What follows belongs to an exercise in optimizing a design on an open flow for small area and a short achievable clock period; a production flow would make more cautious choices. At most, simulation tests tie the RTL to the original design; equivalence was not proved. The RTL of runs 3 and 4 was laid out without a check of its function. No activity file was given, so power comes from the tool's default toggle rates.

==> design.v <==
`timescale 1ns/1ps
module bus_decoder (
    input  logic        BUS_CLK,
    input  logic        BUS_RST,
    input  logic [15:0] bus_add,
    input  logic        bus_rd,
    input  logic        bus_wr,
    output logic [7:0]  bus_rd_data,
    output logic        sys_rd,
    output logic        sys_wr,
    input  logic [7:0]  sys_rdata,
    output logic        pulse_wr,
    input  logic [7:0]  pulse_rdata,
    output logic        ts_inj_wr,
    input  logic [7:0]  ts_inj_rdata,
    output logic        ts_hor_wr,
    input  logic [7:0]  ts_hor_rdata
);
    localparam logic [15:0] SYS_BASE   = 16'h0300;
    localparam logic [15:0] PULSE_BASE = 16'h0100;
    localparam logic [15:0] TSI_BASE   = 16'h0700;
    localparam logic [15:0] TSH_BASE   = 16'h0900;
    logic sel_sys, sel_pulse, sel_ts_inj, sel_ts_hor;
    assign sel_sys    = bus_add[15:8] == SYS_BASE[15:8];
    assign sel_pulse  = bus_add[15:8] == PULSE_BASE[15:8];
    assign sel_ts_inj = bus_add[15:8] == TSI_BASE[15:8];
    assign sel_ts_hor = bus_add[15:8] == TSH_BASE[15:8];
    assign sys_rd    = bus_rd & sel_sys;
    assign sys_wr    = bus_wr & sel_sys;
    assign pulse_wr  = bus_wr & sel_pulse;
    assign ts_inj_wr = bus_wr & sel_ts_inj;
    assign ts_hor_wr = bus_wr & sel_ts_hor;
    always_ff @(posedge BUS_CLK) begin
        if (BUS_RST)
            bus_rd_data <= 8'h00;
        else if (bus_rd)
            bus_rd_data <= ({8{sel_sys}}    & sys_rdata)
                         | ({8{sel_pulse}}  & pulse_rdata)
                         | ({8{sel_ts_inj}} & ts_inj_rdata)
                         | ({8{sel_ts_hor}} & ts_hor_rdata);
    end
endmodule
`timescale 1ns/1ps
module system_regs (
    input  logic                 BUS_CLK,
    input  logic                 BUS_RST,
    input  logic                 regs_rd,
    input  logic                 regs_wr,
    input  logic [8-1:0] regs_offset,
    input  logic [7:0]           regs_wdata,
    output logic [7:0]           regs_rdata,
    output logic [28-1:0] ts_now,
    output logic                 resetb_ext,
    output logic [4:0]           led
);
    logic                 configured;
    logic [7:1]           gpio;
    logic [28-1:8] ts_snap;
    always_ff @(posedge BUS_CLK) begin
        if (BUS_RST)
            ts_now <= '0;
        else
            ts_now <= ts_now + 1'b1;
    end
    always_ff @(posedge BUS_CLK) begin
        if (BUS_RST) begin
            configured <= 1'b0;
            gpio       <= '0;
            resetb_ext <= 1'b1;
        end else if (regs_wr) begin
            if (regs_offset == 8'd5)
                configured <= regs_wdata[0];
            if (regs_offset == 8'd8) begin
                gpio       <= regs_wdata[7:1];
                resetb_ext <= ~regs_wdata[0];
            end
        end
    end
    always_ff @(posedge BUS_CLK) begin
        if (regs_rd && regs_offset == 8'd12)
            ts_snap <= ts_now[28-1:8];
    end
    assign led = gpio[5:1];
    always_comb begin
        case (regs_offset)
            8'd0:            regs_rdata = 8'd1;
            8'd1:              regs_rdata = 8'd0;
            8'd2:              regs_rdata = 8'd1;
            8'd3:              regs_rdata = 8'd0;
            8'd4:         regs_rdata = {7'b0, configured};
            8'd8:               regs_rdata = {gpio, ~resetb_ext};
            8'd12:          regs_rdata = ts_now[7:0];
            8'd12 + 8'd1:   regs_rdata = ts_snap[15:8];
            8'd12 + 8'd2:   regs_rdata = ts_snap[23:16];
            8'd12 + 8'd3:   regs_rdata = {4'b0, ts_snap[27:24]};
            default:                     regs_rdata = 8'h00;
        endcase
    end
endmodule
`timescale 1ns/1ps
module pulse_gen (
    input  logic     BUS_CLK,
    input  logic     BUS_RST,
    input  logic     regs_wr,
    input  logic [8-1:0] regs_offset,
    input  logic [7:0] regs_wdata,
    output logic [7:0] regs_rdata,
    input  logic     trig_in,
    output logic     pulse
);
    logic [7:0] delay;
    logic [7:0] width;
    logic       ext_en;
    logic       busy;
    logic [7:0] cnt;
    logic       start;
    logic       cnt_zero;
    assign start    = (regs_wr && regs_offset == 8'd0) || (trig_in && ext_en);
    assign cnt_zero = (cnt == 8'h00);
    always_ff @(posedge BUS_CLK) begin
        if (BUS_RST) begin
            delay  <= 8'h00;
            width  <= 8'h00;
            ext_en <= 1'b0;
        end else if (regs_wr) begin
            if (regs_offset == 8'd1)
                delay <= regs_wdata;
            if (regs_offset == 8'd2)
                width <= regs_wdata;
            if (regs_offset == 8'd3)
                ext_en <= regs_wdata[0];
        end
    end
    always_ff @(posedge BUS_CLK) begin
        if (BUS_RST) begin
            busy  <= 1'b0;
            pulse <= 1'b0;
        end else if (!busy) begin
            if (start && width != 8'h00)
                busy <= 1'b1;
        end else if (cnt_zero) begin
            busy  <= ~pulse;
            pulse <= ~pulse;
        end
    end
    always_ff @(posedge BUS_CLK) begin
        if (!busy)
            cnt <= delay;
        else if (cnt_zero)
            cnt <= width - 8'd1;
        else
            cnt <= cnt - 8'd1;
    end
    always_comb begin
        case (regs_offset)
            8'd0: regs_rdata = {7'b0, ~busy};
            8'd1: regs_rdata = delay;
            8'd2: regs_rdata = width;
            8'd3:  regs_rdata = {7'b0, ext_en};
            default:          regs_rdata = 8'h00;
        endcase
    end
endmodule
`timescale 1ns/1ps
module edge_timestamper (
    input  logic                 BUS_CLK,
    input  logic                 BUS_RST,
    input  logic                 regs_wr,
    input  logic [8-1:0] regs_offset,
    input  logic [7:0]           regs_wdata,
    output logic [7:0]           regs_rdata,
    input  logic                 di,
    input  logic [28-1:0] ts_now,
    input  logic                 fifo_read,
    output logic                 fifo_empty,
    output logic [8-1:0] fifo_head,
    output logic [8*28-1:0] fifo_mem
);
    localparam int D = 8;
    localparam int W = 28;
    logic [1:0]    di_sync;
    logic          di_prev;
    logic          rise;
    logic          enable;
    logic [7:0]    lost;
    logic [D-1:0]  fill;
    logic          full;
    logic          push;
    logic          pop;
    always_ff @(posedge BUS_CLK) begin
        if (BUS_RST) begin
            di_sync <= 2'b00;
            di_prev <= 1'b0;
        end else begin
            di_sync <= {di_sync[0], di};
            di_prev <= di_sync[1];
        end
    end
    assign rise       = di_sync[1] & ~di_prev;
    assign full       = fill[D-1];
    assign fifo_empty = ~fill[0];
    assign push       = rise & enable & ~full;
    assign pop        = fifo_read;
    assign fifo_head  = fill & ~{1'b0, fill[D-1:1]};
    always_ff @(posedge BUS_CLK) begin
        if (push)
            fifo_mem <= {fifo_mem[(D-1)*W-1:0], ts_now};
    end
    always_ff @(posedge BUS_CLK) begin
        if (BUS_RST)
            fill <= '0;
        else if (push && !pop)
            fill <= {fill[D-2:0], 1'b1};
        else if (pop && !push)
            fill <= {1'b0, fill[D-1:1]};
    end
    always_ff @(posedge BUS_CLK) begin
        if (BUS_RST) begin
            enable <= 1'b0;
            lost   <= 8'h00;
        end else begin
            if (regs_wr && regs_offset == 8'd0)
                enable <= regs_wdata[0];
            if (regs_wr && regs_offset == 8'd1)
                lost <= 8'h00;
            else if (rise && enable && full && lost != 8'hFF)
                lost <= lost + 8'd1;
        end
    end
    always_comb begin
        case (regs_offset)
            8'd0: regs_rdata = {7'b0, enable};
            8'd1:   regs_rdata = lost;
            default:        regs_rdata = 8'h00;
        endcase
    end
endmodule
`timescale 1ns/1ps
module rr_arbiter (
    input  logic                      BUS_CLK,
    input  logic                      BUS_RST,
    input  logic [1:0]                src_empty,
    input  logic [8-1:0] src0_head,
    input  logic [8*28-1:0] src0_mem,
    input  logic [8-1:0] src1_head,
    input  logic [8*28-1:0] src1_mem,
    output logic [1:0]                src_read,
    input  logic                      arb_ready,
    output logic                      arb_write,
    output logic [31:0]               arb_data
);
    localparam int D = 8;
    localparam int W = 28;
    localparam logic [3:0] ID0 = 4'b0110;
    localparam logic [3:0] ID1 = 4'b0010;
    logic          last0;
    logic          pick1;
    logic          found;
    logic          pop;
    logic [D-1:0]  sel0, sel1;
    logic [W-1:0]  word;
    logic [W-1:0]  ts_q;
    assign pick1 = last0 ? ~src_empty[1] : src_empty[0];
    assign found = ~(src_empty[0] & src_empty[1]);
    assign pop   = found & arb_ready;
    assign src_read = {pop & pick1, pop & ~pick1};
    assign sel0 = src0_head & {D{~pick1}};
    assign sel1 = src1_head & {D{pick1}};
    always_comb begin
        word = '0;
        for (int i = 0; i < D; i++)
            word = word | ({W{sel0[i]}} & src0_mem[i*W +: W])
                        | ({W{sel1[i]}} & src1_mem[i*W +: W]);
    end
    always_ff @(posedge BUS_CLK) begin
        if (BUS_RST) begin
            last0     <= 1'b0;
            arb_write <= 1'b0;
        end else begin
            arb_write <= pop;
            if (pop)
                last0 <= ~pick1;
        end
    end
    always_ff @(posedge BUS_CLK)
        ts_q <= word;
    assign arb_data = {last0 ? ID0 : ID1, ts_q};
endmodule
`timescale 1ns/1ps
module daq_core (
    input  logic        BUS_CLK,
    input  logic        BUS_RST,
    input  logic [15:0] bus_add,
    input  logic [7:0]  bus_wr_data,
    output logic [7:0]  bus_rd_data,
    input  logic        bus_rd,
    input  logic        bus_wr,
    input  logic        trig_in,
    input  logic        inj_loop_in,
    input  logic        hitor_in,
    output logic        inj_pulse,
    output logic        resetb_ext,
    output logic [4:0]  led,
    input  logic        arb_ready,
    output logic        arb_write,
    output logic [31:0] arb_data
);
    localparam int D = 8;
    localparam int W = 28;
    logic [W-1:0]   ts_now;
    logic [1:0]     src_empty;
    logic [1:0]     src_read;
    logic [D-1:0]   head0, head1;
    logic [D*W-1:0] mem0, mem1;
    logic [8-1:0] offset;
    logic       sys_rd, sys_wr, pulse_wr, ts_inj_wr, ts_hor_wr;
    logic [7:0] sys_rdata, pulse_rdata, ts_inj_rdata, ts_hor_rdata;
    assign offset = bus_add[8-1:0];
    bus_decoder bus_decoder0 (
        .BUS_CLK      (BUS_CLK),
        .BUS_RST      (BUS_RST),
        .bus_add      (bus_add),
        .bus_rd       (bus_rd),
        .bus_wr       (bus_wr),
        .bus_rd_data  (bus_rd_data),
        .sys_rd       (sys_rd),
        .sys_wr       (sys_wr),
        .sys_rdata    (sys_rdata),
        .pulse_wr     (pulse_wr),
        .pulse_rdata  (pulse_rdata),
        .ts_inj_wr    (ts_inj_wr),
        .ts_inj_rdata (ts_inj_rdata),
        .ts_hor_wr    (ts_hor_wr),
        .ts_hor_rdata (ts_hor_rdata)
    );
    system_regs system_regs0 (
        .BUS_CLK     (BUS_CLK),
        .BUS_RST     (BUS_RST),
        .regs_rd     (sys_rd),
        .regs_wr     (sys_wr),
        .regs_offset (offset),
        .regs_wdata  (bus_wr_data),
        .regs_rdata  (sys_rdata),
        .ts_now      (ts_now),
        .resetb_ext  (resetb_ext),
        .led         (led)
    );
    pulse_gen pulse_inj (
        .BUS_CLK     (BUS_CLK),
        .BUS_RST     (BUS_RST),
        .regs_wr     (pulse_wr),
        .regs_offset (offset),
        .regs_wdata  (bus_wr_data),
        .regs_rdata  (pulse_rdata),
        .trig_in     (trig_in),
        .pulse       (inj_pulse)
    );
    edge_timestamper ts_inj (
        .BUS_CLK     (BUS_CLK),
        .BUS_RST     (BUS_RST),
        .regs_wr     (ts_inj_wr),
        .regs_offset (offset),
        .regs_wdata  (bus_wr_data),
        .regs_rdata  (ts_inj_rdata),
        .di          (inj_loop_in),
        .ts_now      (ts_now),
        .fifo_read   (src_read[0]),
        .fifo_empty  (src_empty[0]),
        .fifo_head   (head0),
        .fifo_mem    (mem0)
    );
    edge_timestamper ts_hor (
        .BUS_CLK     (BUS_CLK),
        .BUS_RST     (BUS_RST),
        .regs_wr     (ts_hor_wr),
        .regs_offset (offset),
        .regs_wdata  (bus_wr_data),
        .regs_rdata  (ts_hor_rdata),
        .di          (hitor_in),
        .ts_now      (ts_now),
        .fifo_read   (src_read[1]),
        .fifo_empty  (src_empty[1]),
        .fifo_head   (head1),
        .fifo_mem    (mem1)
    );
    rr_arbiter rr_arbiter0 (
        .BUS_CLK   (BUS_CLK),
        .BUS_RST   (BUS_RST),
        .src_empty (src_empty),
        .src0_head (head0),
        .src0_mem  (mem0),
        .src1_head (head1),
        .src1_mem  (mem1),
        .src_read  (src_read),
        .arb_ready (arb_ready),
        .arb_write (arb_write),
        .arb_data  (arb_data)
    );
endmodule
==> run.sh <==
#!/bin/bash
# synth_recipe.tcl (not shown) runs the flow's synth.tcl, then flattens the netlist and writes it again
# the make line also repeats each setting of config.mk as NAME=value (left out here)
make -C /OpenROAD-flow-scripts/flow DESIGN_CONFIG=/design/flow/config.mk WORK_HOME=/design/flow/orfs CLKGATE_MAP_FILE= SYNTH_SCRIPT=/design/flow/synth_recipe.tcl finish
==> config.mk <==
export PLATFORM = sky130hd
export DESIGN_NAME = daq_core
export DESIGN_NICKNAME = daq_core
export VERILOG_FILES = /design/flow/design.v
export SDC_FILE = /design/flow/constraint.sdc
export NUM_CORES = 4
export LEC_CHECK = 0
export ABC_CLOCK_PERIOD_IN_PS = 1500
export CAP_MARGIN = 20
export CORE_MARGIN = 2
export CORE_UTILIZATION = 40
export SETUP_SLACK_MARGIN = 1.2
export SLEW_MARGIN = 20
==> constraint.sdc <==
create_clock -name core_clock -period 3.0 [get_ports {BUS_CLK}]
set_input_delay 0.6000 -clock core_clock [delete_from_list [all_inputs] [get_ports {BUS_CLK}]]
set_output_delay 0.6000 -clock core_clock [all_outputs]
set_load 0.01 [all_outputs]
==> results.yml, run 1 <==
run_status:
  outcome: "no timing/DRC/antenna violations"
finish:
  num_antenna_cells: 0
  fill_cells: 4996
  drive_gt1_frac: 0.226
  fin_nets: 1815
  final_area_sq_um: 28300
  seqCellArea_sq_um: 17000
  multiInputGateArea_sq_um: 6200
  synthToLayoutAreaGrowth_pct: 22.3
synthesis:
  yosysUniqueCellTypes: 66
  synth_adder_area_share: 0.00325
  syn_area_sq_um: 23100
  synth_top_family_by_area: "compound AO/OA/AOI/OAI gates"
  async_reset_ff_frac: 0
  synth_edf_count: 468
  synth_seq_area_share: 0.731
  synthSimpleGateAreaFrac: 0.0948
  synth_top_area_cell: "edfxtp_1"
  synthCells: 1598
  synth-warning-count: 5
  avgSynthCellArea_sq_um: 14.5
  synth_mux_area_frac: 0.0235
  synth_seq_cells: 610
  synth_xor_area_frac: 0.0148
  synth_area_leaders: "edfxtp_1 61%, dfxtp_1 12%, a22oi_1 3.7%, nor2_1 2.0%, a222oi_1 1.9%"
  yosysTopAreaCellShare: 0.608
  ys.flop_type: "edfxtp_1"
  synth_compound_area_frac: 0.112
power_and_ir_drop:
  leakagePower_nw: 9.47
  p_clk_frac: 0.453
  swShare: 0.201
  internal_power_w: 0.0134
  p_total_w: 0.0168
  netSwitchingPower_w: 0.00338
  p_per_area_nw_per_um2: 594
  seqPwrFrac: 0.535
  p_comb_frac: 0.013
  ir_worst_vdd_mv: 0.520
route:
  drt_pass1_iterations: 8
  via_per_inst: 5.79
  wire_per_inst_microns: 23.2
  wl_microns: 60300
  vias: 15008
  drt_first_iter_violations: 1468
  drc_errors: 0
  ant_nets: 0
sta:
  fin_crit_sh: 0.709
  max_freq_mhz: 470
  hold_viol: 0
  rsz0062_at_grt: "yes"
  fin_skew_ns: 0.0242
  relSlewSlack: 0.595
  fin_crit_ns: 2.13
  slew_violations: 0
  tightestPinTransition_ns: 0.607
  fin_setup_tns_ns: 0
  worst_hold_slack_ns: 0.441
  setup_viol: 0
clocking:
  clock_path_buffers: 3
  worstSkewPairLatency_ns: 0.64
  ctsHoldBuffers: 0
  cts_buffers: 60
  cts_tree: "done"
  cts.sinks: 610
  path_clk_slew_ns: 0.06
  htreeDepth: 2
  clock-root-buffer: "clkbuf_16"
grt:
  grt_pass1_vias: 14541
  grt_overflow: 0
  grt_pass1_wl_microns: 89700
  grt_max_degree: 74
  track_usage: 0.196
  antenna_found_initial: 0
floorplanning:
  start_util: 0.402
  die_y_microns: 244
  row_count: 88
  pin_count: 80
  die_area_sq_um: 59700
  die_x_microns: 244
  core_sq_um: 57500
min_path:
  hold_end: "ts_hor.fifo_mem[96]"
  hold_depth: 0
  hp-class: "reg2reg"
  hp-start: "ts_hor.fifo_mem[68]"
placed_design:
  gp_congestion: 0.814
  place_hpwl_microns: 34900
  placed_area_sq_um: 25100
  io_buffers: 76
critical_path:
  cp_data_required_time_ns: 3.55
  rrSetupSlack_ns: 0.87
  reg2reg_depth: 9
  timing.rr.end: "pulse_inj.cnt[6]"
  path_max_fanout: 4
  start_kind: "flip-flop"
  critical_path_arrival_ns: 2.68
  r2r-start: "pulse_inj.cnt[0]"
  cp-end-kind: "flip-flop"
  path_class: "reg2reg"
job:
  maxCapViolations: 0
critical path, cell delays in order (launching register included):
cell and delay [ns]:
dfxtp_2 0.36, nor3_4 0.06, and3_4 0.20, a21oi_4 0.15, ha_4 0.15, or4b_1 0.43
a31oi_1 0.15, inv_1 0.07, o41a_1 0.36, a21oi_1 0.14
power by group through the flow:
stage	clock network (W)	logic (W)	registers, W
final	0.00761	0.000212	0.00899
after global routing	0.00810	0.000227	0.00898
after CTS	0.00775	0.000196	0.00899
after detailed placement	0	0.000198	0.00918
after global placement	0	0.000194	0.00918
after floorplan	0	0.0000988	0.00917
how the worst max path moves through the flow:
stage                           from                       to  slack, ns  depth (start not counted)
global placement         bus_add[13]  system_regs0.resetb_ext       0.32                          5
global route        pulse_inj.cnt[0]         pulse_inj.cnt[6]       0.74                          9
floorplan             ts_hor.fill[7]           ts_hor.fill[5]      -6.33                          8
CTS                 pulse_inj.cnt[0]         pulse_inj.cnt[6]       0.82                          9
finish              pulse_inj.cnt[0]         pulse_inj.cnt[6]       0.87                          9
detailed placement        bus_add[6]  system_regs0.resetb_ext       0.26                          5
cells in the final DEF, fill, tap and decap left out, drive strengths merged, types with 10 or more instances in the layout:
| master | instances |
|---|---|
| o21ai | 32 |
| clkbuf | 91 |
| nand4 | 30 |
| nor4 | 13 |
| clkinv | 26 |
| nand2 | 93 |
| nor2 | 126 |
| xnor2 | 20 |
| nand3 | 77 |
| dfxtp | 142 |
| clkdlybuf4s50 | 14 |
| a221o | 21 |
| mux2i | 34 |
| a21oi | 64 |
| a22o | 11 |
| buf | 170 |
| o211ai | 11 |
| a222oi | 43 |
| or3 | 14 |
| and3 | 21 |
| mux2 | 10 |
| nor2b | 23 |
| nor3 | 13 |
| edfxtp | 468 |
| xor2 | 19 |
| a22oi | 114 |
metrics by stage:
step,setup WS (ns),utilization,std cells
after floorplan,-6.33,-,1599
after global placement,0.320,0.437,2395
after detailed placement,0.258,0.437,2395
after CTS,0.817,0.485,2567
after global routing,0.738,0.492,2594
final,0.872,0.492,2594
what timing repair did:
item                       4_1_cts  5_1_grt
setup endpoints to repair      497      487
pin swaps                       42       34
setup buffers                   52       23
gates cloned                     6        4
gates resized for setup        260       71
hold endpoints to repair         0        0
Yosys cell counts (8+ instances only):
library cell / count
a211oi_1: 9
a21oi_1: 64
a221o_1: 21
a222oi_1: 43
a22o_1: 11
a22oi_1: 114
and3_1: 21
buf_1: 11
buf_2: 10
buf_4: 9
clkbuf_1: 68
dfxtp_1: 142
edfxtp_1: 468
inv_1: 8
mux2_2: 10
mux2i_1: 34
nand2_1: 93
nand3_1: 77
nand4_1: 30
nor2_1: 125
nor2b_1: 21
nor3_1: 12
nor4_1: 11
o211ai_1: 11
o21ai_0: 31
or3_1: 13
xnor2_1: 20
xor2_1: 19
layer usage:
layer  track usage  vias to the layer above  wire length, microns
li1              -                     6659                     -
met1         0.270                     7609                 25000
met2         0.320                      630                 28900
met3        0.0333                      110                  4740
met4        0.0608                        0                  1600
met5             0                        -                     0
area by class of cell:
type,instances,share of cell area
Clock buffer,80,0.0579
Tap cell,765,0.0338
Inverter,8,0.00106
Clock inverter,34,0.0125
Timing Repair Buffer,215,0.0753
Sequential cell,610,0.600
Multi-Input combinational cell,882,0.219
kinds of logic (layout without fill, tap and decap cells):
logic type                 count (synthesis)  in the layout
muxes                                     48             48
xor gates and xnor gates                  39             39
AOI/OAI and AO/OA                        348            348
buffers and inverters                    109            337
other                                      2              3
and+or+nand+nor                          436            438
adders and majority gates                  6              6
DFF                                      610            610
state kept, by name, summed over array words and instances, names as in the netlist, 2 cells and up:
register,cells
ts_hor.lost,8
rr_arbiter0.ts_q,28
pulse_inj.width,8
ts_hor.fifo_mem,224
pulse_inj.delay,8
ts_hor.fill,8
ts_inj.di_sync,2
ts_inj.fifo_mem,224
pulse_inj.cnt,8
ts_inj.fill,8
system_regs0.ts_now,28
ts_inj.lost,8
ts_hor.di_sync,2
bus_decoder0.bus_rd_data,8
system_regs0.gpio,7
system_regs0.ts_snap,20
==> inputs of run 2 (changes only) <==
--- a/config.mk
+++ b/config.mk
@@ -5,9 +5,7 @@
 export SDC_FILE = /design/flow/constraint.sdc
 export NUM_CORES = 4
 export LEC_CHECK = 0
-export ABC_CLOCK_PERIOD_IN_PS = 1500
 export CAP_MARGIN = 20
 export CORE_MARGIN = 2
 export CORE_UTILIZATION = 40
-export SETUP_SLACK_MARGIN = 1.2
 export SLEW_MARGIN = 20
==> run 2 against run 1 <==
Register-to-register slack worse by 0.44 ns. Critical endpoint unchanged. Highest routed layer unchanged. Clock skew is 0.0035 ns higher. Synthesized area unchanged. Synthesized cell count did not move. Utilization down 2.2 points. Routed wire length decreased by 6.2%.
==> results.yml, run 2 <==
run_status:
  outcome: "no timing/DRC/antenna violations"
clocking:
  htreeDepth: 2
  cts_buffers: 60
  cts_tree: "done"
  cts_resized: 0
  clock_path_buffers: 3
  worstSkewPairLatency_ns: 0.63
  cts.sinks: 610
  path_clk_slew_ns: 0.06
  cts_setup_buffers: 0
  ctsHoldBuffers: 0
  clock-root-buffer: "clkbuf_16"
route:
  drt_first_iter_violations: 1449
  vias: 14318
  wire_per_inst_microns: 22.5
  wl_microns: 56600
  via_per_inst: 5.70
  drt_pass1_iterations: 6
  drc_errors: 0
  ant_nets: 0
grt:
  grt_max_degree: 109
  antenna_found_initial: 0
  grt_pass1_wl_microns: 85900
  grt_overflow: 0
  track_usage: 0.187
  grt_pass1_vias: 14250
finish:
  final_common_cell: "edfxtp_1"
  drive_gt1_frac: 0.115
  final_core_util: 0.471
  num_antenna_cells: 0
  largestRegisters: "ts_hor.fifo_mem x224, ts_inj.fifo_mem x224"
  synthToLayoutAreaGrowth_pct: 17.0
  mostFrequentLayoutCells: "468 x edfxtp_1, 140 x dfxtp_1, 124 x nor2_1"
  fill_cells: 5010
  stdcell_count: 2514
  fin_nets: 1735
floorplanning:
  die_x_microns: 244
  row_count: 88
  pin_count: 80
  die_y_microns: 244
  core_sq_um: 57500
  die_area_sq_um: 59700
  start_util: 0.402
synthesis:
  synthCells: 1598
  synthTopCellsByCount: "468 x edfxtp_1, 142 x dfxtp_1, 125 x nor2_1, 114 x a22oi_1, 93 x nand2_1"
  yosysMostFrequentCell: "edfxtp_1"
  synth_top_area_cell: "edfxtp_1"
  yosysUniqueCellTypes: 66
  ys.flop_type: "edfxtp_1"
  yosysTopAreaCellShare: 0.608
  synth_seq_area_share: 0.731
  synth_area_leaders: "edfxtp_1 61%, dfxtp_1 12%, a22oi_1 3.7%, nor2_1 2.0%, a222oi_1 1.9%"
  avgSynthCellArea_sq_um: 14.5
  async_reset_ff_frac: 0
  synth_seq_cells: 610
  synth_edf_count: 468
  synth-warning-count: 5
  syn_area_sq_um: 23100
critical_path:
  path_max_fanout: 10
  cpMaxStageDelayCell: "or4b_1"
  cp_num_buf_inv: 1
  timing.rr.end: "pulse_inj.cnt[6]"
  critical_path_arrival_ns: 3.12
  path_class: "reg2reg"
  r2r-start: "pulse_inj.cnt[5]"
  crit_top_cell: "a21oi_1"
  reg2reg_depth: 9
  cp_data_required_time_ns: 3.55
  crit_chain: "nor3_1 > and3_1 > a21oi_1 > ha_1 > or4b_1 > a31oi_1 > inv_1 > o41a_1 > a21oi_1"
  critPathMaxStageDelay_ns: 0.46
  start_kind: "flip-flop"
  rrSetupSlack_ns: 0.43
  critical_path.top_delay_family: "simple AND/OR/NAND/NOR gates"
  cp-end-kind: "flip-flop"
sta:
  tightestPinTransition_ns: 0.936
  hold_viol: 0
  fin_skew_ns: 0.0277
  fin_setup_tns_ns: 0
  setup_viol: 0
  slew_violations: 0
  max_freq_mhz: 389
  fin_crit_sh: 0.856
  relSlewSlack: 0.374
  rsz0062_at_grt: "no"
  fin_crit_ns: 2.57
placed_design:
  place_hpwl_microns: 34900
  io_buffers: 76
  gp_congestion: 0.864
  dp.cells: 2400
min_path:
  hold_depth: 0
  hp-start: "ts_inj.fifo_mem[56]"
  hold_end: "ts_inj.fifo_mem[84]"
  hp-class: "reg2reg"
power_and_ir_drop:
  p_per_area_nw_per_um2: 624
  ir_worst_vdd_mv: 0.446
  leakagePower_nw: 8.71
job:
  maxCapViolations: 0
run 2: how the worst max path moves through the flow:
| stage | endpoint | slack, ns | start | depth (start not counted) |
|---|---|---|---|---|
| global placement | system_regs0.resetb_ext | 0.26 | bus_add[5] | 5 |
| global route | pulse_inj.cnt[6] | 0.23 | pulse_inj.cnt[5] | 9 |
| finish | pulse_inj.cnt[6] | 0.43 | pulse_inj.cnt[5] | 9 |
| floorplan | ts_hor.fill[5] | -6.33 | ts_hor.fill[7] | 8 |
| detailed placement | system_regs0.resetb_ext | 0.22 | bus_add[5] | 5 |
| CTS | pulse_inj.cnt[6] | 0.45 | pulse_inj.cnt[5] | 9 |
run 2: cells by family (layout without fill, tap and decap cells):
logic type | count (synthesis) | after routing | share of synthesized area
mux | 48 | 48 | 0.0235
flops | 610 | 610 | 0.731
buf+inv | 109 | 259 | 0.0207
compound gates | 348 | 348 | 0.112
fa+ha+maj | 6 | 6 | 0.00325
other cells | 2 | 3 | 0.000325
simple gates | 436 | 436 | 0.0948
xor+xnor | 39 | 39 | 0.0148
run 2: area by class of cell:
type	instances	area, sq um	share of cell area
clock buffer	76	1660	0.0615
inverter	8	30.0	0.00111
multi-input combinational	880	5850	0.216
clock inverter	38	362	0.0134
tap	765	957	0.0354
sequential	610	16900	0.625
timing repair buffer	137	1290	0.0477
run 2: routing by layer:
metal | vias up | share of wire | global-route usage | routed length, microns
met1 | 7191 | 0.42 | 0.250 | 23900
met2 | 530 | 0.48 | 0.308 | 27000
met4 | 0 | 0.027 | 0.0569 | 1530
li1 | 6489 | - | - | -
met3 | 108 | 0.072 | 0.0397 | 4090
met5 | - | 0 | 0 | 0
run 2: through the flow:
step                      setup WS (ns)  hold WS [ns]  power [W]  instance area, sq um
after floorplan                   -6.33         0.414    0.00926                 23200
final                             0.432         0.444     0.0169                 27000
after global placement            0.262         0.428    0.00937                 25000
after detailed placement          0.216         0.431    0.00937                 25000
after global routing              0.226         0.452     0.0174                 27000
after CTS                         0.447         0.442     0.0171                 27000
run 2: report_power, final:
group          total [W]  internal [W]  switching, W
Combinational   0.000199     0.0000933      0.000106
Clock            0.00767       0.00444       0.00323
Sequential       0.00899       0.00898     0.0000151
==> inputs of run 3 (changes only) <==
--- a/design.v
+++ b/design.v
@@ -56,11 +56,17 @@
     logic                 configured;
     logic [7:1]           gpio;
     logic [28-1:8] ts_snap;
+    logic [28-1:0] ts_carry;
+    always_comb begin
+        ts_carry[0] = 1'b1;
+        for (int i = 1; i < 28; i++)
+            ts_carry[i] = ts_carry[i-1] & ts_now[i-1];
+    end
     always_ff @(posedge BUS_CLK) begin
         if (BUS_RST)
             ts_now <= '0;
         else
-            ts_now <= ts_now + 1'b1;
+            ts_now <= ts_now ^ ts_carry;
     end
     always_ff @(posedge BUS_CLK) begin
         if (BUS_RST) begin
@@ -113,10 +119,18 @@
     logic       ext_en;
     logic       busy;
     logic [7:0] cnt;
+    logic [7:0] cnt_dec;
+    logic [7:0] borrow;
     logic       start;
-    logic       cnt_zero;
-    assign start    = (regs_wr && regs_offset == 8'd0) || (trig_in && ext_en);
-    assign cnt_zero = (cnt == 8'h00);
+    logic       last;
+    assign start = (regs_wr && regs_offset == 8'd0) || (trig_in && ext_en);
+    assign last  = (cnt[7:1] == 7'd0) && (cnt[0] == pulse);
+    always_comb begin
+        borrow[0] = 1'b1;
+        for (int i = 1; i < 8; i++)
+            borrow[i] = borrow[i-1] & ~cnt[i-1];
+    end
+    assign cnt_dec = cnt ^ borrow;
     always_ff @(posedge BUS_CLK) begin
         if (BUS_RST) begin
             delay  <= 8'h00;
@@ -138,7 +152,7 @@
         end else if (!busy) begin
             if (start && width != 8'h00)
                 busy <= 1'b1;
-        end else if (cnt_zero) begin
+        end else if (last) begin
             busy  <= ~pulse;
             pulse <= ~pulse;
         end
@@ -146,10 +160,10 @@
     always_ff @(posedge BUS_CLK) begin
         if (!busy)
             cnt <= delay;
-        else if (cnt_zero)
-            cnt <= width - 8'd1;
+        else if (last)
+            cnt <= width;
         else
-            cnt <= cnt - 8'd1;
+            cnt <= cnt_dec;
     end
     always_comb begin
         case (regs_offset)
@@ -183,7 +197,9 @@
     logic          rise;
     logic          enable;
     logic [7:0]    lost;
-    logic [D-1:0]  fill;
+    logic [D:0]    occ;
+    logic [7:0]    lost_inc;
+    logic [7:0]    lost_carry;
     logic          full;
     logic          push;
     logic          pop;
@@ -197,23 +213,29 @@
         end
     end
     assign rise       = di_sync[1] & ~di_prev;
-    assign full       = fill[D-1];
-    assign fifo_empty = ~fill[0];
+    assign full       = occ[D];
+    assign fifo_empty = occ[0];
     assign push       = rise & enable & ~full;
     assign pop        = fifo_read;
-    assign fifo_head  = fill & ~{1'b0, fill[D-1:1]};
+    assign fifo_head  = occ[D:1];
     always_ff @(posedge BUS_CLK) begin
         if (push)
             fifo_mem <= {fifo_mem[(D-1)*W-1:0], ts_now};
     end
     always_ff @(posedge BUS_CLK) begin
         if (BUS_RST)
-            fill <= '0;
+            occ <= (D+1)'(1);
         else if (push && !pop)
-            fill <= {fill[D-2:0], 1'b1};
+            occ <= {occ[D-1:0], 1'b0};
         else if (pop && !push)
-            fill <= {1'b0, fill[D-1:1]};
+            occ <= {1'b0, occ[D:1]};
     end
+    always_comb begin
+        lost_carry[0] = 1'b1;
+        for (int i = 1; i < 8; i++)
+            lost_carry[i] = lost_carry[i-1] & lost[i-1];
+    end
+    assign lost_inc = lost ^ lost_carry;
     always_ff @(posedge BUS_CLK) begin
         if (BUS_RST) begin
             enable <= 1'b0;
@@ -224,7 +246,7 @@
             if (regs_wr && regs_offset == 8'd1)
                 lost <= 8'h00;
             else if (rise && enable && full && lost != 8'hFF)
-                lost <= lost + 8'd1;
+                lost <= lost_inc;
         end
     end
     always_comb begin
@@ -257,20 +279,19 @@
     logic          pick1;
     logic          found;
     logic          pop;
-    logic [D-1:0]  sel0, sel1;
-    logic [W-1:0]  word;
+    logic [W-1:0]  word0, word1;
     logic [W-1:0]  ts_q;
     assign pick1 = last0 ? ~src_empty[1] : src_empty[0];
     assign found = ~(src_empty[0] & src_empty[1]);
     assign pop   = found & arb_ready;
     assign src_read = {pop & pick1, pop & ~pick1};
-    assign sel0 = src0_head & {D{~pick1}};
-    assign sel1 = src1_head & {D{pick1}};
     always_comb begin
-        word = '0;
-        for (int i = 0; i < D; i++)
-            word = word | ({W{sel0[i]}} & src0_mem[i*W +: W])
-                        | ({W{sel1[i]}} & src1_mem[i*W +: W]);
+        word0 = '0;
+        word1 = '0;
+        for (int i = 0; i < D; i++) begin
+            word0 = word0 | ({W{src0_head[i]}} & src0_mem[i*W +: W]);
+            word1 = word1 | ({W{src1_head[i]}} & src1_mem[i*W +: W]);
+        end
     end
     always_ff @(posedge BUS_CLK) begin
         if (BUS_RST) begin
@@ -283,7 +304,7 @@
         end
     end
     always_ff @(posedge BUS_CLK)
-        ts_q <= word;
+        ts_q <= pick1 ? word1 : word0;
     assign arb_data = {last0 ? ID0 : ID1, ts_q};
 endmodule
 `timescale 1ns/1ps
--- a/config.mk
+++ b/config.mk
@@ -5,7 +5,9 @@
 export SDC_FILE = /design/flow/constraint.sdc
 export NUM_CORES = 4
 export LEC_CHECK = 0
+export ABC_CLOCK_PERIOD_IN_PS = 1500
 export CAP_MARGIN = 20
 export CORE_MARGIN = 2
 export CORE_UTILIZATION = 40
+export SETUP_SLACK_MARGIN = 1.3
 export SLEW_MARGIN = 20
==> run 3 against run 2 <==
Now fails the layout checks on negative setup slack. Sequential share of layout area decreased by 3.0 points. Largest cell class unchanged. Critical path type unchanged. Non-clock buffer count increased by 77. Cell count decreased by 1.8%. Critical endpoint is now system_regs0.ts_now[26].
==> results.yml, run 3 <==
floorplanning:
  die_x_microns: 243
  pin_count: 80
  start_util: 0.404
  core_sq_um: 56400
  die_y_microns: 243
  row_count: 87
  die_area_sq_um: 58900
sta:
  relSlewSlack: 0.282
  worst_hold_slack_ns: 0.436
  fin_setup_tns_ns: -11.56
  fin_crit_sh: 1.56
  fin_skew_ns: 0.0218
  tightestPinTransition_ns: 1.08
  max_freq_mhz: 214
  slew_violations: 0
  hold_viol: 0
  fin_crit_ns: 4.68
  setup_slack_ns: -1.68
  rsz0062_at_grt: "yes"
  setup_viol: 12
critical_path:
  path_class: "reg2reg"
  critical_path_arrival_ns: 5.15
  cp_data_required_time_ns: 3.47
  cp-end-kind: "flip-flop"
  crit_top_cell: "ha_4"
  path_max_fanout: 2
  cpMaxStageDelayCell: "dfxtp_2"
  rrSetupSlack_ns: -1.68
  critPathMaxStageDelay_ns: 0.33
  start_kind: "flip-flop"
grt:
  grt_max_degree: 95
  grt_pass1_wl_microns: 83500
  track_usage: 0.184
  antenna_found_initial: 1
  grt_pass1_vias: 13632
  grt_overflow: 0
clocking:
  clock_path_buffers: 3
  cts_buffers: 60
  ctsHoldBuffers: 0
  worstSkewPairLatency_ns: 0.63
  cts_tree: "done"
  htreeDepth: 2
  cts.sinks: 612
  clock-root-buffer: "clkbuf_16"
  path_clk_slew_ns: 0.06
finish:
  multiInputGateArea_sq_um: 6300
  final_common_cell: "edfxtp_1"
  fill_cells: 4741
  fin_nets: 1740
  largestRegisters: "ts_hor.fifo_mem x224, ts_inj.fifo_mem x224"
  final_area_sq_um: 28600
  drive_gt1_frac: 0.260
  stdcell_count: 2469
  seqCellArea_sq_um: 17000
  mostFrequentLayoutCells: "468 x edfxtp_1, 125 x a22oi_1, 122 x nor2_1"
  synthToLayoutAreaGrowth_pct: 25.4
synthesis:
  synth_seq_cells: 612
  synth_top_area_cell: "edfxtp_1"
  yosysTopAreaCellShare: 0.616
  async_reset_ff_frac: 0
  synthCells: 1481
  synth_edf_count: 468
  synth-warning-count: 5
  syn_area_sq_um: 22800
  synthTopCellsByCount: "468 x edfxtp_1, 144 x dfxtp_1, 126 x nor2_1, 125 x a22oi_1, 78 x clkbuf_1"
  yosysUniqueCellTypes: 53
  ys.flop_type: "edfxtp_1"
  synth_area_leaders: "edfxtp_1 62%, dfxtp_1 13%, a22oi_1 4.1%, ha_1 2.5%, a22o_1 2.4%"
  synth_seq_area_share: 0.743
  avgSynthCellArea_sq_um: 15.4
  yosysMostFrequentCell: "edfxtp_1"
route:
  vias: 13841
  drt_pass1_iterations: 5
  via_per_inst: 5.61
  wl_microns: 56500
  wire_per_inst_microns: 22.9
  ant_nets: 0
  drc_errors: 0
  drt_first_iter_violations: 1151
power_and_ir_drop:
  ir_worst_vdd_mv: 0.468
  leakagePower_nw: 9.15
  p_total_w: 0.0167
  p_per_area_nw_per_um2: 585
min_path:
  hp-class: "reg2reg"
placed_design:
  placed_area_sq_um: 25200
  io_buffers: 76
  gp_congestion: 0.784
  place_hpwl_microns: 32900
  dp.cells: 2279
run_status:
  outcome: "complete, but fails checks"
  violations: "negative setup slack"
job:
  maxCapViolations: 0
==> run 3: cell types whose count changed after synthesis, sizes merged, moves of 16 or more <==
cell and delta:
a221o -21, a31oi +22, ha +40, a21oi -20, a222oi -43, nand2 -65, a221oi +53, nand3 -66
mux2i +18, xor2 -16, a22o +52, and3 -19
==> run 3: metal layers <==
metal | GRT usage | up-vias | wire length (microns)
met4 | 0.0485 | 0 | 1190
met2 | 0.299 | 488 | 27000
li1 | - | 6231 | -
met3 | 0.0410 | 78 | 3580
met5 | 0 | - | 0
met1 | 0.252 | 7044 | 24700
==> run 3: repair_timing <==
| item | CTS | global route |
|---|---|---|
| cloned | 8 | 13 |
| resized for setup | 332 | 90 |
| buffers inserted | 33 | 23 |
| setup endpoints to repair | 631 | 431 |
| pin swaps | 25 | 27 |
==> run 3: report_power, final <==
| group | internal, W | switching (W) |
|---|---|---|
| Sequential | 0.00900 | 0.0000106 |
| Combinational | 0.0000974 | 0.000123 |
| Clock | 0.00428 | 0.00322 |
| Total | 0.0134 | 0.00335 |
==> run 3: cell type report <==
| class | instances | share of cell area |
|---|---|---|
| Sequential cell | 612 | 0.595 |
| Tap cell | 756 | 0.0331 |
| Timing Repair Buffer | 214 | 0.0809 |
| Inverter | 18 | 0.00236 |
| Clock buffer | 88 | 0.0594 |
| Clock inverter | 24 | 0.00901 |
| Antenna cell | 1 | 0.0000875 |
| Multi-Input combinational cell | 756 | 0.220 |
==> run 3: final timing paths <==
check | startpoint | cells after the start | to
setup / recovery | system_regs0.ts_now[0] | 27 | system_regs0.ts_now[26]
hold / removal | ts_hor.fifo_mem[165] | 0 | ts_hor.fifo_mem[193]
hold reg to reg | ts_hor.fifo_mem[165] | 0 | ts_hor.fifo_mem[193]
setup reg to reg | system_regs0.ts_now[0] | 27 | system_regs0.ts_now[26]
==> run 3: kinds of logic after synthesis <==
logic type | share of synthesized area
and+or+nand+nor | 0.0584
muxes | 0.0302
DFF | 0.743
AOI/OAI and AO/OA | 0.119
other | 0.000329
adders and majority gates | 0.0252
buffers and inverters | 0.0207
xor gates and xnor gates | 0.00307
==> run 3: per-stage QoR <==
step	utilization	setup WS (ns)
finish	0.507	-1.68
global route	0.507	-1.79
CTS	0.495	-1.70
detailed placement	0.447	-1.69
global placement	0.447	-1.68
floorplan	-	-6.18
==> run 3: critical path, delay by kind of cell, from the launching register on <==
family | cells | cell delay (ns)
adders and majority gates | 26 | 4.03
DFF | 1 | 0.33
and+or+nand+nor | 1 | 0.12
==> inputs of run 4 (changes only) <==
--- a/config.mk
+++ b/config.mk
@@ -8,6 +8,7 @@
 export ABC_CLOCK_PERIOD_IN_PS = 1500
 export CAP_MARGIN = 20
 export CORE_MARGIN = 2
-export CORE_UTILIZATION = 40
+export CORE_UTILIZATION = 60
+export CTS_CLUSTER_SIZE = 25
 export SETUP_SLACK_MARGIN = 1.3
 export SLEW_MARGIN = 20
==> run 4 against run 3 <==
Still fails the layout checks on negative setup slack. Hold slack improved by 0.0040 ns. Largest power group unchanged. Cell area down 2.6%. Global-route usage increased by 9.5 points. Utilization is 23 points higher.
==> results.yml, run 4 <==
finish:
  final_common_cell: "edfxtp_1"
  stdcell_count: 2213
  fill_cells: 2376
  synthToLayoutAreaGrowth_pct: 22.1
  largestRegisters: "ts_hor.fifo_mem x224, ts_inj.fifo_mem x224"
  final_core_util: 0.741
  fin_nets: 1731
  drive_gt1_frac: 0.254
  seqCellArea_sq_um: 17000
  multiInputGateArea_sq_um: 6310
  num_antenna_cells: 0
  mostFrequentLayoutCells: "468 x edfxtp_1, 124 x a22oi_1, 122 x nor2_1"
synthesis:
  synthCells: 1481
  synth_edf_count: 468
  yosysMostFrequentCell: "edfxtp_1"
  synth_seq_cells: 612
  yosysTopAreaCellShare: 0.616
  synthTopCellsByCount: "468 x edfxtp_1, 144 x dfxtp_1, 126 x nor2_1, 125 x a22oi_1, 78 x clkbuf_1"
  synth_top_area_cell: "edfxtp_1"
  ys.flop_type: "edfxtp_1"
  async_reset_ff_frac: 0
  yosysUniqueCellTypes: 53
  avgSynthCellArea_sq_um: 15.4
  synth_seq_area_share: 0.743
  synth-warning-count: 5
  syn_area_sq_um: 22800
  synth_area_leaders: "edfxtp_1 62%, dfxtp_1 13%, a22oi_1 4.1%, ha_1 2.5%, a22o_1 2.4%"
floorplanning:
  start_util: 0.607
  die_y_microns: 199
  pin_count: 80
  die_x_microns: 199
  core_sq_um: 37600
  die_area_sq_um: 39600
  row_count: 71
critical_path:
  crit_path_end: "system_regs0.ts_now[26]"
  timing.rr.end: "system_regs0.ts_now[26]"
  critical_path_arrival_ns: 5.12
  cp_data_required_time_ns: 3.46
  critPathMaxStageDelay_ns: 0.34
  crit_top_cell: "ha_4"
  path_class: "reg2reg"
  path_max_fanout: 2
  rrSetupSlack_ns: -1.66
  crit_start: "system_regs0.ts_now[0]"
  r2r-start: "system_regs0.ts_now[0]"
  cp-end-kind: "flip-flop"
  reg2reg_depth: 27
  cpMaxStageDelayCell: "dfxtp_2"
  start_kind: "flip-flop"
route:
  routed-wl-met3_microns: 4000
  drt_pass1_iterations: 5
  maxUsedRoutingLayer: "met4"
  drc_errors: 0
  wire_per_inst_microns: 24.8
  ant_nets: 0
  wl_met2_microns: 27400
  vias: 13854
  drt_first_iter_violations: 1185
  met1Wirelength_microns: 21500
  via_per_inst: 6.26
  wl_microns: 54900
sta:
  setup_viol: 12
  max_freq_mhz: 215
  worst_hold_slack_ns: 0.440
  slew_violations: 0
  rsz0062_at_grt: "yes"
  hold_viol: 0
  setup_slack_ns: -1.66
  fin_skew_ns: 0.0149
  relSlewSlack: 0.445
  tightestPinTransition_ns: 0.833
  fin_crit_ns: 4.66
  fin_crit_sh: 1.55
placed_design:
  gp_congestion: 0.847
  io_buffers: 76
  place_hpwl_microns: 32300
  pre_cts_slack_ns: -1.68
  dp.cells: 2039
clocking:
  cts_tree: "done"
  clock-root-buffer: "clkbuf_16"
  cts_buffers: 58
  worstSkewPairLatency_ns: 0.61
  cts.sinks: 612
  path_clk_slew_ns: 0.06
  clock_path_buffers: 3
  htreeDepth: 2
grt:
  grt_pass1_vias: 13635
  grt_pass1_wl_microns: 81500
  track_usage: 0.279
  grt_overflow: 0
  grt_max_degree: 89
  antenna_found_initial: 2
run_status:
  violations: "negative setup slack"
  outcome: "complete, but fails checks"
power_and_ir_drop:
  p_clk_frac: 0.447
  p_comb_frac: 0.014
  netSwitchingPower_w: 0.00325
  p_per_area_nw_per_um2: 600
  seqPwrFrac: 0.539
  ir_worst_vdd_mv: 0.449
  leakagePower_nw: 9.01
  internal_power_w: 0.0135
  swShare: 0.195
  p_total_w: 0.0167
min_path:
  hp-class: "reg2reg"
job:
  maxCapViolations: 0
==> run 4: cell counts after synthesis <==
Identical to the previous run, type by type.
==> run 4: worst max-delay path, delay by kind of cell (launching register included) <==
family,cells,cell delay (ns)
flops,1,0.34
simple gates,1,0.12
fa+ha+maj,26,4.02
==> run 4: worst min path at each step <==
stage / startpoint / endpoint / depth (start not counted)
2_1_floorplan: ts_hor.di_sync[0] / ts_hor.di_sync[1] / 1
3_3_place_gp: ts_inj.di_sync[0] / ts_inj.di_sync[1] / 1
3_5_place_dp: ts_inj.di_sync[0] / ts_inj.di_sync[1] / 1
4_1_cts: ts_inj.di_sync[0] / ts_inj.di_sync[1] / 1
5_1_grt: ts_inj.fifo_mem[23] / ts_inj.fifo_mem[51] / 0
6_report: ts_inj.fifo_mem[129] / ts_inj.fifo_mem[157] / 0
==> run 4: metrics by stage <==
stage,TNS (ns),area (sq um)
final,-11.49,27800
after global routing,-12.73,27800
after CTS,-11.61,27500
after detailed placement,-11.54,24900
after global placement,-10.79,24900
after floorplan,-2443.03,23500
==> run 4: per-layer routing <==
layer,vias up,track usage
met3,109,0.0341
li1,6209,-
met2,634,0.473
met4,0,0.115
met1,6902,0.370
met5,-,0
==> run 4: area by class of cell <==
class,count,area share
clock buffer,79,0.0579
clock inverter,30,0.0123
inverter,18,0.00243
multi-input combinational,758,0.227
sequential,612,0.611
tap,511,0.0230
timing repair buffer,205,0.0671
==> run 4: kinds of logic (layout without fill, tap and decap cells) <==
kind of cell             count (synthesis)  after routing  synth area share
buffers and inverters                  114            332            0.0207
multiplexers                            65             65            0.0302
flip-flops                             612            612             0.743
XOR/XNOR                                 8              8           0.00307
AND/OR/NAND/NOR                        264            266            0.0584
adder cells (fa/ha/maj)                 46             46            0.0252
AO/OA/AOI/OAI                          370            370             0.119
other                                    2              3          0.000329
==> run 4: power by group through the flow <==
stage	sequential (W)	combinational [W]	clock, W
3_3_place_gp	0.00920	0.000204	0
5_1_grt	0.00901	0.000240	0.00789
4_1_cts	0.00901	0.000211	0.00757
3_5_place_dp	0.00920	0.000206	0
6_report	0.00901	0.000227	0.00747
2_1_floorplan	0.00920	0.0000936	0
==> run 4: repair_timing <==
item                                    CTS  global route
gates resized for setup                 313            89
cloned                                    6             4
buffers inserted                         44            11
endpoints found under the setup margin  573           486
pin swaps                                25            21
hold buffers                              0             0
==> inputs of run 5 (changes only) <==
--- a/design.v
+++ b/design.v
@@ -57,10 +57,9 @@
     logic [7:1]           gpio;
     logic [28-1:8] ts_snap;
     logic [28-1:0] ts_carry;
-    always_comb begin
-        ts_carry[0] = 1'b1;
-        for (int i = 1; i < 28; i++)
-            ts_carry[i] = ts_carry[i-1] & ts_now[i-1];
+    assign ts_carry[0] = 1'b1;
+    for (genvar i = 1; i < 28; i++) begin : g_carry
+        assign ts_carry[i] = &ts_now[i-1:0];
     end
     always_ff @(posedge BUS_CLK) begin
         if (BUS_RST)
@@ -125,10 +124,9 @@
     logic       last;
     assign start = (regs_wr && regs_offset == 8'd0) || (trig_in && ext_en);
     assign last  = (cnt[7:1] == 7'd0) && (cnt[0] == pulse);
-    always_comb begin
-        borrow[0] = 1'b1;
-        for (int i = 1; i < 8; i++)
-            borrow[i] = borrow[i-1] & ~cnt[i-1];
+    assign borrow[0] = 1'b1;
+    for (genvar i = 1; i < 8; i++) begin : g_borrow
+        assign borrow[i] = ~|cnt[i-1:0];
     end
     assign cnt_dec = cnt ^ borrow;
     always_ff @(posedge BUS_CLK) begin
@@ -230,10 +228,9 @@
         else if (pop && !push)
             occ <= {1'b0, occ[D:1]};
     end
-    always_comb begin
-        lost_carry[0] = 1'b1;
-        for (int i = 1; i < 8; i++)
-            lost_carry[i] = lost_carry[i-1] & lost[i-1];
+    assign lost_carry[0] = 1'b1;
+    for (genvar i = 1; i < 8; i++) begin : g_carry
+        assign lost_carry[i] = &lost[i-1:0];
     end
     assign lost_inc = lost ^ lost_carry;
     always_ff @(posedge BUS_CLK) begin
--- a/config.mk
+++ b/config.mk
@@ -8,7 +8,6 @@
 export ABC_CLOCK_PERIOD_IN_PS = 1500
 export CAP_MARGIN = 20
 export CORE_MARGIN = 2
-export CORE_UTILIZATION = 60
-export CTS_CLUSTER_SIZE = 25
+export CORE_UTILIZATION = 65
 export SETUP_SLACK_MARGIN = 1.3
 export SLEW_MARGIN = 20
==> run 5 against run 4 <==
Now clean on timing, DRC and antenna. Cell area fell by 2.1%. Sequential share of layout area rose by 1.4 points. Fmax rose to 2.7 times the previous value. Die area fell by 7.4%. Synthesized cell count rose by 3.4%. Clock power rose by 3.7%. Sequential cell count did not move. Synthesized area rose by 0.16%. Routed wire length rose by 1.8%. Critical path type unchanged. Largest cell class unchanged.
==> results.yml, run 5 <==
floorplanning:
  row_count: 68
  start_util: 0.661
  core_sq_um: 34500
  pin_count: 80
  die_area_sq_um: 36700
  die_x_microns: 191
  die_y_microns: 191
route:
  via_per_inst: 6.55
  vias: 14295
  wl_microns: 55800
  ant_nets: 0
  drt_pass1_iterations: 5
  drt_first_iter_violations: 1421
  drc_errors: 0
  wire_per_inst_microns: 25.6
grt:
  grt_use_met3: 0.0639
  globalRouteMet2Util: 0.475
  grtUsageMet1: 0.417
  grt_pass1_wl_microns: 82400
  track_usage: 0.304
  grt_overflow: 0
  busiest_layer: "met2"
  grt_pass1_vias: 13883
  grt_max_degree: 90
  antenna_found_initial: 2
placed_design:
  io_buffers: 76
  dp.cells: 2016
  placed_area_sq_um: 24400
  gp_congestion: 0.839
  place_hpwl_microns: 32700
synthesis:
  synth_edf_count: 468
  syn_area_sq_um: 22800
  ys.flop_type: "edfxtp_1"
  yosysUniqueCellTypes: 60
  yosysTopAreaCellShare: 0.615
  synth_area_leaders: "edfxtp_1 62%, dfxtp_1 13%, a22oi_1 4.0%, nor2_1 2.5%, a22o_1 2.3%"
  synth_seq_cells: 612
  avgSynthCellArea_sq_um: 14.9
  async_reset_ff_frac: 0
  yosysMostFrequentCell: "edfxtp_1"
  synth_top_area_cell: "edfxtp_1"
  synthCells: 1531
  synthTopCellsByCount: "468 x edfxtp_1, 153 x nor2_1, 144 x dfxtp_1, 122 x a22oi_1, 83 x clkbuf_1"
  synth_seq_area_share: 0.742
  synth-warning-count: 5
power_and_ir_drop:
  leakagePower_nw: 9.26
  internal_power_w: 0.0137
  ir_worst_vdd_mv: 0.758
  p_comb_frac: 0.014
  netSwitchingPower_w: 0.00327
  seqPwrFrac: 0.530
  swShare: 0.193
  p_clk_frac: 0.456
  p_per_area_nw_per_um2: 623
critical_path:
  critical_path_arrival_ns: 1.99
  crit_chain: "nor4bb_4 > buf_6 > buf_4 > buf_12"
  critical_path.top_delay_family: "buffers and inverters"
  cp-end-kind: "flip-flop"
  critPathMaxStageDelay_ns: 0.38
  path_class: "reg2reg"
  cp_num_buf_inv: 3
  cpMaxStageDelayCell: "dfxtp_4"
  cp_data_required_time_ns: 3.26
  path_max_fanout: 86
  reg2reg_depth: 4
  start_kind: "flip-flop"
  path_depth: 4
min_path:
  hold_depth: 4
  hp-class: "in2reg"
finish:
  synthToLayoutAreaGrowth_pct: 19.4
  multiInputGateArea_sq_um: 5850
  stdcell_count: 2182
  seqCellArea_sq_um: 17000
  num_antenna_cells: 0
  mostFrequentLayoutCells: "468 x edfxtp_1, 151 x nor2_1, 122 x a22oi_1"
  drive_gt1_frac: 0.214
  final_common_cell: "edfxtp_1"
  fill_cells: 1976
  final_core_util: 0.789
  fin_nets: 1725
  largestRegisters: "ts_hor.fifo_mem x224, ts_inj.fifo_mem x224"
  final_area_sq_um: 27300
sta:
  relSlewSlack: 0.517
  fin_crit_ns: 1.73
  fin_setup_tns_ns: 0
  setup_viol: 0
  tightestPinTransition_ns: 0.724
  max_freq_mhz: 577
  rsz0062_at_grt: "yes"
  fin_crit_sh: 0.578
  hold_viol: 0
  slew_violations: 0
  fin_skew_ns: 0.0160
clocking:
  path_clk_slew_ns: 0.06
  cts_tree: "done"
  htreeDepth: 2
  clock_path_buffers: 3
  worstSkewPairLatency_ns: 0.62
  ctsHoldBuffers: 0
  cts.sinks: 612
  cts_buffers: 59
  clock-root-buffer: "clkbuf_16"
run_status:
  outcome: "no timing/DRC/antenna violations"
job:
  maxCapViolations: 0
[run 5: cell types whose count changed after synthesis, moves of 10 or more]
cell	previous run	this run
nand2_1	28	40
nor2b_1	34	16
xor2_1	3	16
ha_1	46	16
nand4_1	33	43
nor2_1	126	153
[run 5: worst min-delay path, delay by kind of cell]
kind,cells,cell delay [ns]
and+or+nand+nor,2,0.14
buffers and inverters,1,0.19
AOI/OAI and AO/OA,1,0.05
[run 5: path summary, 6_finish.rpt]
check                                       start                       to  slack, ns
worst max-delay path                ts_hor.enable     ts_hor.fifo_mem[180]       1.27
worst min-delay path                   bus_add[3]  system_regs0.configured       0.43
worst max register to register      ts_hor.enable     ts_hor.fifo_mem[180]       1.27
worst min register to register  ts_inj.di_sync[0]        ts_inj.di_sync[1]       0.43
[run 5: cell type report]
class / instances / share of cell area
clock inverters: 33 / 0.0144
repair buffers: 182 / 0.0626
flip-flops and latches: 612 / 0.625
inverters: 16 / 0.00220
multi-input cells: 806 / 0.214
clock buffers: 78 / 0.0605
well taps: 455 / 0.0209
[run 5: timing repair]
action	CTS	global route
endpoints found under the setup margin	643	259
pin swaps	15	28
buffers inserted	22	26
cloned	5	2
gates resized for setup	305	69
[run 5: cell families after synthesis]
group,Yosys count,share of synthesized area
other,2,0.000329
xor gates and xnor gates,30,0.0115
buffers and inverters,116,0.0211
DFF,612,0.742
AOI/OAI and AO/OA,368,0.119
and+or+nand+nor,327,0.0705
adders and majority gates,16,0.00877
muxes,60,0.0276
[run 5: through the flow]
| stage | total power (W) | hold WS, ns | worst slack (ns) |
|---|---|---|---|
| 2_1_floorplan | 0.00930 | 0.414 | -6.18 |
| 3_3_place_gp | 0.00940 | 0.428 | 0.285 |
| 3_5_place_dp | 0.00941 | 0.426 | 0.241 |
| 4_1_cts | 0.0171 | 0.439 | 1.28 |
| 5_1_grt | 0.0174 | 0.412 | 1.18 |
| 6_report | 0.0170 | 0.427 | 1.27 |
[run 5: power by group through the flow]
stage / Sequential, W / Clock, W / Combinational, W
2_1_floorplan: 0.00920 / 0 / 0.000102
5_1_grt: 0.00900 / 0.00820 / 0.000243
3_5_place_dp: 0.00921 / 0 / 0.000201
3_3_place_gp: 0.00921 / 0 / 0.000198
4_1_cts: 0.00902 / 0.00785 / 0.000214
6_report: 0.00901 / 0.00775 / 0.000230
[run 5: layer usage]
layer  vias to the layer above  wire length, microns
met5                         -                     0
met4                         0                  2410
met3                       127                  4750
met2                       748                 26700
met1                      7114                 22000
li1                       6306                     -
==> inputs of run 6 (changes only) <==
--- a/config.mk
+++ b/config.mk
@@ -8,6 +8,8 @@
 export ABC_CLOCK_PERIOD_IN_PS = 1500
 export CAP_MARGIN = 20
 export CORE_MARGIN = 2
-export CORE_UTILIZATION = 65
-export SETUP_SLACK_MARGIN = 1.3
+export CORE_UTILIZATION = 75
+export CTS_CLUSTER_DIAMETER = 80
+export CTS_CLUSTER_SIZE = 30
+export SETUP_SLACK_MARGIN = 1.35
 export SLEW_MARGIN = 20
==> run 6 against run 5 <==
The run now fails in clock tree synthesis. Synthesized area unchanged. Synthesized cell count unchanged.
==> results.yml, run 6 <==
run_status:
  outcome: "aborted with a tool error"
  stop_stage: "clock tree synthesis"
  error: "[ERROR DPL-0033] detailed placement checks failed during check placement."
clocking:
  cts.sinks: 612
  ctsHoldBuffers: 0
  cts_resized: 372
  clock_path_buffers: 3
  cts_buffers: 25
  cts_setup_buffers: 41
  htreeDepth: 1
  clock-root-buffer: "clkbuf_16"
synthesis:
  yosysTopAreaCellShare: 0.615
  avgSynthCellArea_sq_um: 14.9
  synth_compound_area_frac: 0.119
  syn_area_sq_um: 22800
  synth_edf_count: 468
  ys.flop_type: "edfxtp_1"
  synth-warning-count: 5
  synth_top_family_by_area: "compound AO/OA/AOI/OAI gates"
  synthTopCellsByCount: "468 x edfxtp_1, 153 x nor2_1, 144 x dfxtp_1, 122 x a22oi_1, 83 x clkbuf_1"
  synth_mux_area_frac: 0.0276
  synth_area_leaders: "edfxtp_1 62%, dfxtp_1 13%, a22oi_1 4.0%, nor2_1 2.5%, a22o_1 2.3%"
  synth_seq_cells: 612
  synth_adder_area_share: 0.00877
  yosysUniqueCellTypes: 60
  synthSimpleGateAreaFrac: 0.0705
  async_reset_ff_frac: 0
  synthCells: 1531
  synth_xor_area_frac: 0.0115
  synth_seq_area_share: 0.742
  synth_top_area_cell: "edfxtp_1"
  yosysMostFrequentCell: "edfxtp_1"
placed_design:
  io_buffers: 76
  place_hpwl_microns: 34800
  gp_congestion: 0.914
  pre_cts_slack_ns: 0.218
floorplanning:
  pin_count: 80
  start_util: 0.767
  row_count: 63
  die_y_microns: 179
  die_x_microns: 179
[run 6: cell counts after synthesis]
Identical to the previous run, type by type.
[run 6: how the worst min path moves through the flow]
stage | from | slack [ns] | cells past startpoint | end
after detailed placement | ts_hor.di_sync[0] | 0.44 | 1 | ts_hor.di_sync[1]
after global placement | ts_inj.di_sync[0] | 0.42 | 1 | ts_inj.di_sync[1]
after floorplan | ts_hor.di_sync[0] | 0.41 | 1 | ts_hor.di_sync[1]
[run 6: power groups by stage]
| stage | Sequential [W] | Combinational (W) | Clock, W |
|---|---|---|---|
| after floorplan | 0.00920 | 0.000102 | 0 |
| after global placement | 0.00920 | 0.000195 | 0 |
| after detailed placement | 0.00921 | 0.000199 | 0 |
[run 6: stage by stage]
step	cells	power, W	cell area [sq um]	hold WS, ns
after detailed placement	1945	0.00940	24300	0.436
after global placement	1945	0.00940	24300	0.422
after floorplan	1532	0.00930	23100	0.414
[run 6: cell families after synthesis]
kind of cell / count (synthesis)
adders and majority gates: 16
xor gates and xnor gates: 30
buffers and inverters: 116
AOI/OAI and AO/OA: 368
DFF: 612
other: 2
muxes: 60
and+or+nand+nor: 327
==> inputs of run 7 (changes only) <==
==> config.mk (replaced) <==
export PLATFORM = sky130hd
export DESIGN_NAME = daq_core
export DESIGN_NICKNAME = daq_core
export VERILOG_FILES = /design/flow/design.v
export SDC_FILE = /design/flow/constraint.sdc
export NUM_CORES = 4
export LEC_CHECK = 0
export ABC_CLOCK_PERIOD_IN_PS = 1400
export CAP_MARGIN = 20
export CORE_MARGIN = 2
export CORE_UTILIZATION = 70
export CTS_CLUSTER_DIAMETER = 80
export CTS_CLUSTER_SIZE = 30
export SETUP_SLACK_MARGIN = 1.45
export SLEW_MARGIN = 20
==> run 7 against run 6 <==
Synthesized cell count is the same. Synthesized area is the same. Now clean on timing, DRC and antenna.
==> results.yml, run 7 <==
floorplanning:
  die_y_microns: 185
  die_area_sq_um: 34100
  core_sq_um: 32400
  start_util: 0.706
  die_x_microns: 185
  row_count: 66
  pin_count: 80
synthesis:
  synth_mux_area_frac: 0.0276
  synth-warning-count: 5
  synth_seq_cells: 612
  synthCells: 1531
  ys.flop_type: "edfxtp_1"
  avgSynthCellArea_sq_um: 14.9
  synth_adder_area_share: 0.00877
  synth_top_area_cell: "edfxtp_1"
  syn_area_sq_um: 22800
  synthSimpleGateAreaFrac: 0.0705
  yosysMostFrequentCell: "edfxtp_1"
  yosysUniqueCellTypes: 60
  synth_xor_area_frac: 0.0115
  async_reset_ff_frac: 0
  synth_seq_area_share: 0.742
  synthTopCellsByCount: "468 x edfxtp_1, 153 x nor2_1, 144 x dfxtp_1, 122 x a22oi_1, 83 x clkbuf_1"
  synth_top_family_by_area: "compound AO/OA/AOI/OAI gates"
  synth_area_leaders: "edfxtp_1 62%, dfxtp_1 13%, a22oi_1 4.0%, nor2_1 2.5%, a22o_1 2.3%"
  synth_compound_area_frac: 0.119
  synth_edf_count: 468
  yosysTopAreaCellShare: 0.615
sta:
  max_freq_mhz: 561
  setup_slack_ns: 1.22
  fin_crit_sh: 0.594
  slew_violations: 0
  fin_skew_ns: 0.0194
  fin_crit_ns: 1.78
  relSlewSlack: 0.605
  rsz0062_at_grt: "yes"
  hold_viol: 0
  tightestPinTransition_ns: 0.593
  setup_viol: 0
grt:
  grt_overflow: 0
  antenna_found_initial: 0
  grt_pass1_vias: 13379
  grt_max_degree: 97
  track_usage: 0.313
  grt_pass1_wl_microns: 79400
critical_path:
  critPathMaxStageDelay_ns: 0.37
  crit_chain: "nor4bb_4 > buf_6 > ha_4 > buf_6 > mux2i_2 > nor2_1 > a21oi_1 > nor2_1"
  path_max_fanout: 4
  cp_data_required_time_ns: 3.44
  path_class: "reg2reg"
  critical_path_arrival_ns: 2.22
  start_kind: "flip-flop"
  cp-end-kind: "flip-flop"
  cpMaxStageDelayCell: "dfxtp_2"
finish:
  largestRegisters: "ts_hor.fifo_mem x224, ts_inj.fifo_mem x224"
  final_core_util: 0.833
  drive_gt1_frac: 0.256
  mostFrequentLayoutCells: "468 x edfxtp_1, 128 x nor2_1, 114 x a22oi_1"
  final_common_cell: "edfxtp_1"
  synthToLayoutAreaGrowth_pct: 18.1
  fin_nets: 1725
  final_area_sq_um: 27000
  stdcell_count: 2138
power_and_ir_drop:
  leakagePower_nw: 8.96
  ir_worst_vdd_mv: 0.541
  p_total_w: 0.0133
  p_per_area_nw_per_um2: 493
min_path:
  hp-class: "reg2reg"
placed_design:
  pre_cts_slack_ns: 0.172
  placed_area_sq_um: 24300
  gp_congestion: 0.864
  io_buffers: 76
  place_hpwl_microns: 32200
  dp.cells: 1995
clocking:
  cts_buffers: 25
  htreeDepth: 1
  cts_tree: "done"
  worstSkewPairLatency_ns: 0.57
  cts.sinks: 612
  clock-root-buffer: "clkbuf_16"
  path_clk_slew_ns: 0.10
  clock_path_buffers: 3
route:
  vias: 14442
  drc_errors: 0
  drt_pass1_iterations: 6
  drt_first_iter_violations: 1857
  via_per_inst: 6.75
  ant_nets: 0
  wire_per_inst_microns: 26.1
  wl_microns: 55800
job:
  maxCapViolations: 0
run_status:
  outcome: "no timing/DRC/antenna violations"
run 7: cell counts after synthesis:
No cell type changed its count.
run 7: worst max-delay path: cells and delay by family (launching register included):
kind,cells,cell delay [ns]
buffers and inverters,2,0.29
multiplexers,1,0.26
AO/OA/AOI/OAI,1,0.14
AND/OR/NAND/NOR,3,0.43
flip-flops,1,0.37
adder cells (fa/ha/maj),1,0.17
run 7: power breakdown:
group	internal (W)	total, W	switching, W
registers	0.00898	0.00899	0.0000140
logic	0.0000987	0.000235	0.000136
clock network	0.00162	0.00408	0.00245
run 7: repair_timing:
action	CTS	global route
gates cloned	9	11
gates resized for setup	416	137
hold buffers	0	0
endpoints found under the setup margin	642	546
pin swaps	39	61
setup buffers	44	33
run 7: path summary, 6_finish.rpt:
| kind | slack, ns | cells after the start | endpoint | start |
|---|---|---|---|---|
| setup reg to reg | 1.22 | 8 | ts_hor.occ[3] | ts_hor.di_sync[1] |
| hold reg to reg | 0.44 | 1 | ts_hor.di_sync[1] | ts_hor.di_sync[0] |
| setup / recovery | 1.22 | 8 | ts_hor.occ[3] | ts_hor.di_sync[1] |
| hold / removal | 0.44 | 1 | ts_hor.di_sync[1] | ts_hor.di_sync[0] |
run 7: cells by family after synthesis:
logic type,count (synthesis)
adder cells (fa/ha/maj),16
XOR/XNOR,30
other,2
flip-flops,612
AND/OR/NAND/NOR,327
buffers and inverters,116
multiplexers,60
AO/OA/AOI/OAI,368
run 7: metrics by stage:
step	setup TNS, ns	hold slack [ns]
finish	0	0.444
detailed placement	0	0.424
CTS	0	0.446
global placement	0	0.425
global route	0	0.464
floorplan	-2434.05	0.414
run 7: routing by layer:
metal,GRT usage,share of wire
met4,0.120,0.045
met3,0.0375,0.087
met5,0,0
met2,0.511,0.48
met1,0.440,0.38
run 7: cell type report:
class / instances / area [sq um]
Timing Repair Buffer: 216 / 2350
Clock inverter: 5 / 63.8
Multi-Input combinational cell: 806 / 6180
Sequential cell: 612 / 17100
Antenna cell: 2 / 5.00
Inverter: 16 / 60.1
Tap cell: 442 / 553
Clock buffer: 39 / 678
Fill cell: 1576 / 5410

## separate check: timing with driven ports
Ports are ideal in the flow. The routed layouts listed here were re-timed in OpenROAD. Step 1 assumes that a clkbuf_16 drives the clock port and a buf_2 every other input. Step 2, shift: input delay + t, output delay - t, t = (earliest + latest rising clock arrival at the registers) / 2. This alone moves slack from input paths to output paths. Three values: ideal ports, drivers, drivers and shift; two values: the first two.
run	t, ns	slack for setup (ns)	worst setup path after step 2	pins driven straight from the clock port
run 1	0.687	0.872 / 0.872 / 0.580	input to register	1
run 2	0.677	0.432 / 0.432 / 0.201	input to register	1
run 3	0.677	-1.677 / -1.677 / -1.677	register to register	1
run 4	0.659	-1.661 / -1.662 / -1.662	register to register	1
run 5	0.666	1.266 / 1.259 / 0.660	input to register	1
run 7	0.619	1.218 / 1.218 / 0.798	input to register	1
The setup slack of run 5, which loses most, moves by -0.007 ns with the drivers and by -0.606 ns with both steps.
